This is an optimization exercise on Yosys and OpenROAD, whose aim is small area, a short achievable clock period and few clock cycles per item, not a production implementation. Only simulation tests tie the RTL to the original design; equivalence was not proved. Power and IR drop assume default switching activity.

### run.sh
#!/bin/bash
# synth_recipe.tcl (not shown) runs the flow's synth.tcl, then flattens the netlist and writes it again
# the make line also repeats each setting of config.mk as NAME=value (left out here)
make -C /OpenROAD-flow-scripts/flow DESIGN_CONFIG=/design/flow/config.mk WORK_HOME=/design/flow/orfs CLKGATE_MAP_FILE= SYNTH_SCRIPT=/design/flow/synth_recipe.tcl finish
### config.mk
export PLATFORM = sky130hd
export DESIGN_NAME = muldiv_unit
export DESIGN_NICKNAME = muldiv_unit
export VERILOG_FILES = /design/flow/design.v
export SDC_FILE = /design/flow/constraint.sdc
export NUM_CORES = 4
export LEC_CHECK = 0
export CAP_MARGIN = 20
export CORE_MARGIN = 2
export CORE_UTILIZATION = 40
export PLACE_DENSITY = 0.6
export SLEW_MARGIN = 20
### constraint.sdc
create_clock -name core_clock -period 5.0 [get_ports {clk}]
set_input_delay 1.0000 -clock core_clock [delete_from_list [all_inputs] [get_ports {clk}]]
set_output_delay 1.0000 -clock core_clock [all_outputs]
set_load 0.01 [all_outputs]
### design.v
package muldiv_pkg;
    typedef logic [31:0] operand_t;   
    typedef logic [63:0] result_t;    
    typedef logic [5:0]  iter_t;      
    typedef enum logic [1:0] {
        IDLE,
        RUN,
        WAIT_GRANT
    } unit_state_t;
    localparam iter_t ITER_COUNT = 6'd32;
endpackage
`timescale 1ns/1ps
module shift_add_multiplier #(
    parameter int SLOT_W = 3
) (
    input  logic                 clk,
    input  logic                 rst,
    input  logic                 start,
    input  muldiv_pkg::operand_t a,
    input  muldiv_pkg::operand_t b,
    input  logic [SLOT_W-1:0]    tag,
    output logic                 busy,
    output logic                 wr_req,
    input  logic                 wr_grant,
    output logic [SLOT_W-1:0]    wr_slot,
    output muldiv_pkg::result_t  wr_data
);
    muldiv_pkg::unit_state_t state;
    muldiv_pkg::iter_t       iter_left;
    muldiv_pkg::operand_t    mcand;
    muldiv_pkg::result_t     acc;        
    logic [32:0] sum;        
    logic [64:0] acc_next;   
    logic        take;
    assign take = start && (state == muldiv_pkg::IDLE);
    assign sum = {1'b0, acc[63:32]} + (acc[0] ? {1'b0, mcand} : 33'd0);
    assign acc_next = {sum, acc[31:0]};
    always_ff @(posedge clk) begin
        if (rst) begin
            state     <= muldiv_pkg::IDLE;
            iter_left <= '0;
        end else begin
            case (state)
                muldiv_pkg::IDLE: begin
                    if (take) begin
                        state     <= muldiv_pkg::RUN;
                        iter_left <= muldiv_pkg::ITER_COUNT;
                    end
                end
                muldiv_pkg::RUN: begin
                    iter_left <= iter_left - muldiv_pkg::iter_t'(1);
                    if (iter_left == muldiv_pkg::iter_t'(1)) begin
                        state <= muldiv_pkg::WAIT_GRANT;   
                    end
                end
                muldiv_pkg::WAIT_GRANT: begin
                    if (wr_grant) begin
                        state <= muldiv_pkg::IDLE;
                    end
                end
                default: state <= muldiv_pkg::IDLE;
            endcase
        end
    end
    always_ff @(posedge clk) begin
        if (take) begin
            mcand   <= a;
            acc     <= {32'd0, b};
            wr_slot <= tag;
        end else if (state == muldiv_pkg::RUN) begin
            acc <= acc_next[64:1];   
        end
    end
    assign busy    = (state != muldiv_pkg::IDLE);
    assign wr_req  = (state == muldiv_pkg::WAIT_GRANT);
    assign wr_data = acc;
endmodule
`timescale 1ns/1ps
module restoring_divider #(
    parameter int SLOT_W = 3
) (
    input  logic                 clk,
    input  logic                 rst,
    input  logic                 start,
    input  muldiv_pkg::operand_t dividend,
    input  muldiv_pkg::operand_t divisor,
    input  logic [SLOT_W-1:0]    tag,
    output logic                 busy,
    output logic                 wr_req,
    input  logic                 wr_grant,
    output logic [SLOT_W-1:0]    wr_slot,
    output muldiv_pkg::result_t  wr_data
);
    muldiv_pkg::unit_state_t state;
    muldiv_pkg::iter_t       iter_left;
    muldiv_pkg::operand_t    dvsr;
    muldiv_pkg::operand_t    rem;
    muldiv_pkg::operand_t    quo;       
    logic [32:0] partial;   
    logic [32:0] diff;
    logic        borrow;
    logic        take;
    assign take = start && (state == muldiv_pkg::IDLE);
    assign partial          = {rem, quo[31]};
    assign {borrow, diff}   = {1'b0, partial} - {2'b00, dvsr};
    always_ff @(posedge clk) begin
        if (rst) begin
            state     <= muldiv_pkg::IDLE;
            iter_left <= '0;
        end else begin
            case (state)
                muldiv_pkg::IDLE: begin
                    if (take) begin
                        state     <= muldiv_pkg::RUN;
                        iter_left <= muldiv_pkg::ITER_COUNT;
                    end
                end
                muldiv_pkg::RUN: begin
                    iter_left <= iter_left - muldiv_pkg::iter_t'(1);
                    if (iter_left == muldiv_pkg::iter_t'(1)) begin
                        state <= muldiv_pkg::WAIT_GRANT;
                    end
                end
                muldiv_pkg::WAIT_GRANT: begin
                    if (wr_grant) begin
                        state <= muldiv_pkg::IDLE;
                    end
                end
                default: state <= muldiv_pkg::IDLE;
            endcase
        end
    end
    always_ff @(posedge clk) begin
        if (take) begin
            dvsr    <= divisor;
            rem     <= '0;
            quo     <= dividend;
            wr_slot <= tag;
        end else if (state == muldiv_pkg::RUN) begin
            if (borrow) begin
                rem <= partial[31:0];   
                quo <= {quo[30:0], 1'b0};
            end else begin
                rem <= diff[31:0];
                quo <= {quo[30:0], 1'b1};
            end
        end
    end
    assign busy    = (state != muldiv_pkg::IDLE);
    assign wr_req  = (state == muldiv_pkg::WAIT_GRANT);
    assign wr_data = {rem, quo};
endmodule
`timescale 1ns/1ps
module result_arbiter #(
    parameter int SLOT_W = 3
) (
    input  logic                clk,
    input  logic                rst,
    input  logic                mul_req,
    input  logic [SLOT_W-1:0]   mul_slot,
    input  muldiv_pkg::result_t mul_data,
    output logic                mul_grant,
    input  logic                div_req,
    input  logic [SLOT_W-1:0]   div_slot,
    input  muldiv_pkg::result_t div_data,
    output logic                div_grant,
    output logic                bank_we,
    output logic [SLOT_W-1:0]   bank_slot,
    output muldiv_pkg::result_t bank_data
);
    logic last_mul;   
    assign mul_grant = mul_req && (!div_req || !last_mul);
    assign div_grant = div_req && (!mul_req || last_mul);
    always_ff @(posedge clk) begin
        if (rst) begin
            last_mul <= 1'b1;   
        end else if (mul_grant) begin
            last_mul <= 1'b1;
        end else if (div_grant) begin
            last_mul <= 1'b0;
        end
    end
    assign bank_we   = mul_grant || div_grant;
    assign bank_slot = div_grant ? div_slot : mul_slot;
    assign bank_data = div_grant ? div_data : mul_data;
endmodule
`timescale 1ns/1ps
module result_bank #(
    parameter int SLOT_W = 3
) (
    input  logic                clk,
    input  logic                we,
    input  logic [SLOT_W-1:0]   wr_slot,
    input  muldiv_pkg::result_t wr_data,
    input  logic [SLOT_W-1:0]   rd_slot,
    output muldiv_pkg::result_t rd_data
);
    localparam int DEPTH = 2 ** SLOT_W;
    muldiv_pkg::result_t mem [DEPTH];
    always_ff @(posedge clk) begin
        if (we) begin
            mem[wr_slot] <= wr_data;
        end
    end
    assign rd_data = mem[rd_slot];   
endmodule
`timescale 1ns/1ps
module muldiv_unit #(
    parameter int SLOT_W = 3
) (
    input  logic                 clk,
    input  logic                 rst,
    input  logic                 mul_start,
    input  muldiv_pkg::operand_t mul_a,
    input  muldiv_pkg::operand_t mul_b,
    input  logic [SLOT_W-1:0]    mul_tag,
    output logic                 mul_busy,
    input  logic                 div_start,
    input  muldiv_pkg::operand_t div_dividend,
    input  muldiv_pkg::operand_t div_divisor,
    input  logic [SLOT_W-1:0]    div_tag,
    output logic                 div_busy,
    input  logic [SLOT_W-1:0]    rd_slot,
    output muldiv_pkg::result_t  rd_data
);
    logic              mul_req;
    logic              mul_grant;
    logic [SLOT_W-1:0] mul_slot;
    muldiv_pkg::result_t           mul_data;
    logic              div_req;
    logic              div_grant;
    logic [SLOT_W-1:0] div_slot;
    muldiv_pkg::result_t           div_data;
    logic              bank_we;
    logic [SLOT_W-1:0] bank_slot;
    muldiv_pkg::result_t           bank_data;
    shift_add_multiplier #(.SLOT_W(SLOT_W)) i_mul (
        .clk(clk), .rst(rst), .start(mul_start), .a(mul_a), .b(mul_b), .tag(mul_tag),
        .busy(mul_busy), .wr_req(mul_req), .wr_grant(mul_grant),
        .wr_slot(mul_slot), .wr_data(mul_data)
    );
    restoring_divider #(.SLOT_W(SLOT_W)) i_div (
        .clk(clk), .rst(rst), .start(div_start), .dividend(div_dividend),
        .divisor(div_divisor), .tag(div_tag), .busy(div_busy), .wr_req(div_req),
        .wr_grant(div_grant), .wr_slot(div_slot), .wr_data(div_data)
    );
    result_arbiter #(.SLOT_W(SLOT_W)) i_arb (
        .clk(clk), .rst(rst),
        .mul_req(mul_req), .mul_slot(mul_slot), .mul_data(mul_data), .mul_grant(mul_grant),
        .div_req(div_req), .div_slot(div_slot), .div_data(div_data), .div_grant(div_grant),
        .bank_we(bank_we), .bank_slot(bank_slot), .bank_data(bank_data)
    );
    result_bank #(.SLOT_W(SLOT_W)) i_bank (
        .clk(clk), .we(bank_we), .wr_slot(bank_slot), .wr_data(bank_data),
        .rd_slot(rd_slot), .rd_data(rd_data)
    );
endmodule
==> impl_metrics.json <==
{
  "synth-seq-area-share": 0.669,
  "final.setup_skew_ns": 0.0248,
  "final_cell_count_no_fill": 3398,
  "synth_cell_types": 77,
  "cts-buffers-inserted": 78,
  "row_count": 102,
  "globalplace.congestion": 0.884,
  "vias": 18100,
  "syn-instance-count": 2052,
  "initial_core_util": 0.405,
  "areaGrowthSynthToFinish_pct": 20.1,
  "dieArea_sq_um": 80800,
  "io_pins": 207,
  "routed_wl_microns": 76400,
  "crit_path_start_kind": "input port",
  "cts.root.buffer_cell": "sky130_fd_sc_hd__clkbuf_16",
  "power_density_nw_per_um2": 396,
  "yosysWarningCount": 4,
  "pin_count_of_the_biggest_net_entering_global_routing": 71,
  "hpwlAfterDp_microns": 48300,
  "final_hold_viol_count": 0,
  "synth_edf_count": 646,
  "avgSynthCellArea_sq_um": 15.3,
  "layout.nets": 2499,
  "post_cts_resized": 0,
  "ys_dominant_reg_cell": "sky130_fd_sc_hd__edfxtp_1",
  "synth_seq_cells": 727,
  "routed_antenna_nets": 0,
  "first_global_vias": 18900,
  "grt_first_pass_wirelength_microns": 116000,
  "max_slew_margin_vs_limit": 0.269,
  "crit_arrival_ns": 3.11,
  "timing.hold.worst.class": "reg2reg",
  "final_cell_mix": "sky130_fd_sc_hd__edfxtp_1 (646), sky130_fd_sc_hd__nand2_1 (306), sky130_fd_sc_hd__clkdlybuf4s50_1 (203)",
  "cts_post_setup_buffers_inserted": 0,
  "rsz_0062_raised_after_global_routing": "false",
  "worst_skew_pair.late_latency_ns": 0.63,
  "ctsLongestPathBuffers": 3,
  "grt_usage": 0.190,
  "outcome": "complete, no violations",
  "tns_ns": 0,
  "post-route-min-period_ns": 4.11,
  "placed_cells": 3248,
  "cts_max_level": 3,
  "wl_per_cell_microns": 22.5,
  "netlist_area_sq_um": 31400,
  "gr-total-overflow": 0,
  "tritoncts": "yes",
  "detailedPlace.worstSlack_ns": 0.838,
  "drive_gt1_frac": 0.192,
  "hold_buffers": 0,
  "total_of_max_cap_violations": 0,
  "critPathCaptureType": "output pin",
  "power.total_uw": 14900,
  "setup_viol": 0,
  "mappedNetlistNets": 2263,
  "max-vdd-ir-drop_mv": 0.241,
  "commonest_non_fill_non_tap_cell_in_the_layout": "sky130_fd_sc_hd__edfxtp_1",
  "cts.sink_count": 727,
  "first_pass_iters": 5,
  "worst_slew_pin_slew_ns": 1.10,
  "chipWidth_microns": 284,
  "cellLeakagePower_uw": 0.0133,
  "cp.required_ns": 4.00,
  "post-route-period-util": 0.823,
  "critical_path_class": "in2out",
  "worst_setup_margin_ns": 0.887,
  "antenna_violations_before_repair": 3,
  "route.detailed.drc": 0,
  "max_clock_freq_mhz": 243,
  "clock_transition_at_the_registers_of_the_reported_paths_ns": 0.06,
  "slew_viol_final": 0,
  "core-area_sq_um": 77600,
  "number_of_port_buffers": 206,
  "dieHeight_microns": 284,
  "drt-initial-drc-count": 1434,
  "detail_route.vias_per_cell": 5.33,
  "critical_path_peak_fanout": 35,
  "layout.core_utilization": 0.486,
  "postSynth.asyncResetShare": 0
}
critical path, cell delays in order:
cell	delay, ns
sky130_fd_sc_hd__clkbuf_8	0.42
sky130_fd_sc_hd__buf_12	0.28
sky130_fd_sc_hd__mux4_2	0.53
sky130_fd_sc_hd__mux2_2	0.27
sky130_fd_sc_hd__clkdlybuf4s50_1	0.53
final timing paths:
path	from	endpoint	slack, ns	cells past startpoint
min	i_mul.acc[48]	i_mul.acc[48]	0.47	2
max reg2reg	i_mul.acc[0]	i_mul.acc[62]	1.46	12
max	rd_slot[0]	rd_data[30]	0.89	5
min reg2reg	i_mul.acc[48]	i_mul.acc[48]	0.47	2
cell families after synthesis:
| logic type | synth area share |
|---|---|
| simple gates | 0.0679 |
| mux | 0.144 |
| flops | 0.669 |
| buf+inv | 0.0186 |
| compound gates | 0.0568 |
| xor+xnor | 0.0156 |
| fa+ha+maj | 0.0284 |
metrics by stage:
stage,area [sq um],hold slack (ns)
after global routing,37700,0.491
after CTS,37700,0.473
after floorplan,31400,0.442
after detailed placement,35000,0.463
final,37700,0.471
after global placement,35000,0.455
power by group:
group	internal [uW]	switching, uW	total (uW)
Clock	3630	2400	6030
Sequential	7040	135	7180
Combinational	707	1030	1730
cell usage after synthesis (11+ instances only):
library cell,instances,share of area
sky130_fd_sc_hd__dfxtp_1,81,0.052
sky130_fd_sc_hd__o21ai_0,71,0.011
sky130_fd_sc_hd__edfxtp_1,646,0.62
sky130_fd_sc_hd__nand2_1,308,0.037
sky130_fd_sc_hd__xnor2_1,29,0.0081
sky130_fd_sc_hd__a31oi_1,16,0.0032
sky130_fd_sc_hd__ha_1,68,0.027
sky130_fd_sc_hd__mux4_2,128,0.092
sky130_fd_sc_hd__a21oi_1,82,0.013
sky130_fd_sc_hd__xor2_1,27,0.0075
sky130_fd_sc_hd__nand3_1,20,0.0032
sky130_fd_sc_hd__nor2_1,77,0.0092
sky130_fd_sc_hd__a21o_1,25,0.0060
sky130_fd_sc_hd__nor2b_1,11,0.0022
sky130_fd_sc_hd__buf_1,29,0.0035
sky130_fd_sc_hd__mux2i_1,20,0.0064
sky130_fd_sc_hd__mux2_2,127,0.046
sky130_fd_sc_hd__clkbuf_1,50,0.0060
sky130_fd_sc_hd__and2_1,32,0.0064
sky130_fd_sc_hd__inv_1,56,0.0067
sequential cells by signal, indices dropped and copies added (netlist names), 3 cells and up:
name,cells
i_div.dvsr,32
i_mul.iter_left,6
i_mul.acc,64
i_mul.mcand,32
i_div.wr_slot,3
i_mul.wr_slot,3
i_bank.mem,512
i_div.iter_left,6
i_div.rem,32
i_div.quo,32
layout make-up:
cell class	instances	area, sq um
repair buffers	245	2580
multi-input cells	1178	9890
inverters	58	219
well taps	1040	1300
fillers	6690	39900
flip-flops and latches	727	21000
clock inverters	52	647
clock buffers	93	2050
diodes	5	12.5
routing by layer:
| metal | vias to the layer above | global-route usage | wire, microns |
|---|---|---|---|
| met3 | 105 | 0.0254 | 3510 |
| met2 | 484 | 0.315 | 37000 |
| met4 | 0 | 0.0574 | 1740 |
| met1 | 9208 | 0.260 | 34100 |
| li1 | 8330 | - | - |
| met5 | - | 0 | 0 |
Testbench counts, summed over its fixed seeds: cycles 72,872, ops 3,200.

## what the ideal ports hide
No port has a modelled driver above. Below, the same layout with a new extraction and two added sets of constraints. Step 1: set_driving_cell puts a clkbuf_16 on clk and a buf_2 on each other input, an assumption about the parent block. Step 2, shift: input delay + t, output delay - t, t = (earliest + latest rising clock arrival at the registers) / 2. This alone moves slack from input paths to output paths. a / b / c = no drivers / after step 1 / after step 2; a / b = the first two.
t, ns: 0.676
setup WS [ns]: 0.887 / 0.844 / 0.844
hold WS [ns]: 0.471 / 0.471 / 0.471
worst setup path at the end: input to output
pins driven straight from the clock port: 1
After both steps this run still meets setup and hold. For this run, drivers alone change the setup slack by -0.043 ns; drivers and shift together by -0.043 ns.
